Context: an optimization exercise on an open-source flow, tuned for small area, a short achievable clock period and few clock cycles. The choices shown serve that exercise and are no tape-out recipe. At most, simulation tests tie the RTL to the original design; equivalence was not proved.

==> flow/design.v (excerpt) <==
module complex_unit (
    input  logic          cpu_clk_i,
    input  logic          rst_i,
    input  logic          flush_i,
    input  logic          cu_valid_i,
    input  logic [2:0]    cu_opcode_i,
    input  logic [31:0]   cu_operand1_i,
    input  logic [31:0]   cu_operand2_i,
    output logic          busy_o,
    output logic [31:0]   result_o,
    output logic          wb_valid_o
);
==> flow/config.mk <==
export PLATFORM = sky130hd
export DESIGN_NAME = complex_unit
export DESIGN_NICKNAME = complex_unit
export VERILOG_FILES = /design/flow/design.v
export SDC_FILE = /design/flow/constraint.sdc
export NUM_CORES = 4
export LEC_CHECK = 0
export CAP_MARGIN = 20
export CORE_MARGIN = 2
export CORE_UTILIZATION = 40
export SETUP_SLACK_MARGIN = 4
export SLEW_MARGIN = 20
==> flow/constraint.sdc <==
create_clock -name core_clock -period 10.0 [get_ports {cpu_clk_i}]
set_input_delay 2.0000 -clock core_clock [delete_from_list [all_inputs] [get_ports {cpu_clk_i}]]
set_output_delay 2.0000 -clock core_clock [all_outputs]
set_load 0.01 [all_outputs]
run.sh (not shown) runs the stock make flow with config.mk's settings and CLKGATE_MAP_FILE= SYNTH_SCRIPT=/design/flow/synth_recipe.tcl, a recipe that flattens the netlist after the stock synthesis.
Testbench counts at the start, summed over its fixed seeds: cycles 12,772.
Change:
- SETUP_SLACK_MARGIN: 4 -> 3.5
Design area falls by about 2.6%.
Wire length shrinks by 2.8%.
Core utilization came out lower by 1.2 points.

========
Another version of the RTL of complex_unit (not shown whole).
Size: about 3400 cells after synthesis, ~110 flip-flops, about 110 I/O pins.
make LEC_CHECK=0 CAP_MARGIN=20 CORE_MARGIN=2 CORE_UTILIZATION=30 SETUP_SLACK_MARGIN=4 SLEW_MARGIN=20 finish   # period 10.0 ns
The first run went through all stages and came out clean.
Rerun with:
CORE_UTILIZATION = 40   (was 30)
Cell area drops by 1.4%. Via count goes down by 0.34%. Maximum frequency hardly moves. Die area went down by 25%. Critical path depth grows by 2. Register-to-register slack gets worse by 20 ps. Area after synthesis stays the same.
Function was not checked in any run of this note: the RTL went through the layout flow alone.

========
complex_unit with an RTL version that a note above also has.
Size: about 3000 cells after synthesis, about 110 flip-flops, ~110 I/O pins, roughly 25000 µm² of cells after synthesis.
Settings: LEC_CHECK=0, CAP_MARGIN=20, CORE_MARGIN=2, CORE_UTILIZATION=40, SETUP_SLACK_MARGIN=3, SLEW_MARGIN=20; clock period 10.0 ns.
Testbench counts at the start, summed over its fixed seeds: cycles 12,772.
Rerun with:
- SETUP_SLACK_MARGIN: 3 -> 3.25
- TNS_END_PERCENT: default -> 30
=>
- non-clock buffer count decreases by 6
- global-route usage increases by 0.32 points

========
job 7460:
complex_unit again, from the RTL that the note above started with.
==> flow/design.v (excerpt) <==
module complex_unit (
    input  logic          cpu_clk_i,
    input  logic          rst_i,
    input  logic          flush_i,
    input  logic          cu_valid_i,
    input  logic [2:0]    cu_opcode_i,
    input  logic [31:0]   cu_operand1_i,
    input  logic [31:0]   cu_operand2_i,
    output logic          busy_o,
    output logic [31:0]   result_o,
    output logic          wb_valid_o
);
make LEC_CHECK=0 CAP_MARGIN=20 CORE_MARGIN=2 CORE_UTILIZATION=40 SETUP_SLACK_MARGIN=3.75 SLEW_MARGIN=20 TNS_END_PERCENT=30 finish   # period 10.0 ns
Testbench counts of job 7460, summed over its fixed seeds: cycles 12,772.
Modified inputs, job 8203 compared to job 7460
Settings: TNS_END_PERCENT removed (was 30); SETUP_SLACK_MARGIN changed from 3.75 to 3.25.
==> comparison <==
Looking at the reports, job 8203 completed the entire flow and the layout it produced met the timing, design-rule and antenna checks. The number of ordinary and repair buffers in the finished layout of job 8203 falls short of that of job 7460 by 103. Lower sequential share of layout area among job 7460 and job 8203: job 7460. Comparing job 7460 and job 8203, met3 layer usage reported by global route is lower on job 8203.
diff inputs: job 8203 => job 3385
Settings: a change of SETUP_SLACK_MARGIN from 3.25 to 3.75.
[summary]
Job 8203 → job 3385: design area saw an increase, post-placement cell area neither gained nor lost much. Measured against job 3385, the non-clock buffer count in the final layout of job 8203 comes out at 0.70 times the reference value.

## static timing again, ports no longer ideal
Ports are ideal in the flow. The routed layouts listed here were re-timed in OpenROAD. Step 1: set_driving_cell puts a clkbuf_16 on cpu_clk_i and a buf_2 on each other input, an assumption about the parent block. Step 2 adds t to the input delays and takes it off the output delays; t is the mean of the earliest and latest rising clock arrival at the registers after step 1. Input paths then give back, and output paths get back, about the clock's delay inside the block. Three values: no drivers, after step 1, after step 2; two values: the first two.
run | t, ns | setup WS [ns] | worst hold slack (ns) | worst setup path at the end | cell pins on the clock port's net
the first run of note 1 | 0.437 | 3.502 / 3.502 / 3.377 | 0.489 / 0.489 / 0.489 | input to register | 1
the second run of note 1 | 0.450 | 3.532 / 3.523 / 3.139 | 0.490 / 0.490 / 0.490 | input to register | 1
the first run of note 2 | 0.442 | 3.674 / 3.674 / 3.438 | 0.488 / 0.488 / 0.488 | input to register | 1
the second run of note 2 | 0.453 | 3.655 / 3.655 / 3.541 | 0.482 / 0.482 / 0.482 | input to register | 1
the first run of note 3 | 0.453 | 3.187 / 3.187 / 2.804 | 0.492 / 0.492 / 0.492 | input to register | 1
the second run of note 3 | 0.454 | 3.287 / 3.287 / 3.035 | 0.490 / 0.490 / 0.490 | input to register | 1
job 7460 | 0.433 | 3.591 / 3.591 / 3.327 | 0.499 / 0.499 / 0.499 | input to register | 1
job 8203 | 0.454 | 3.393 / 3.366 / 3.061 | 0.488 / 0.488 / 0.488 | input to register | 1
job 3385 | 0.435 | 3.584 / 3.584 / 3.285 | 0.505 / 0.505 / 0.505 | input to register | 1
After both steps every run listed still meets setup and hold. For the second run of note 1, which loses most, drivers alone change the setup slack by -0.009 ns; drivers and shift together by -0.393 ns.
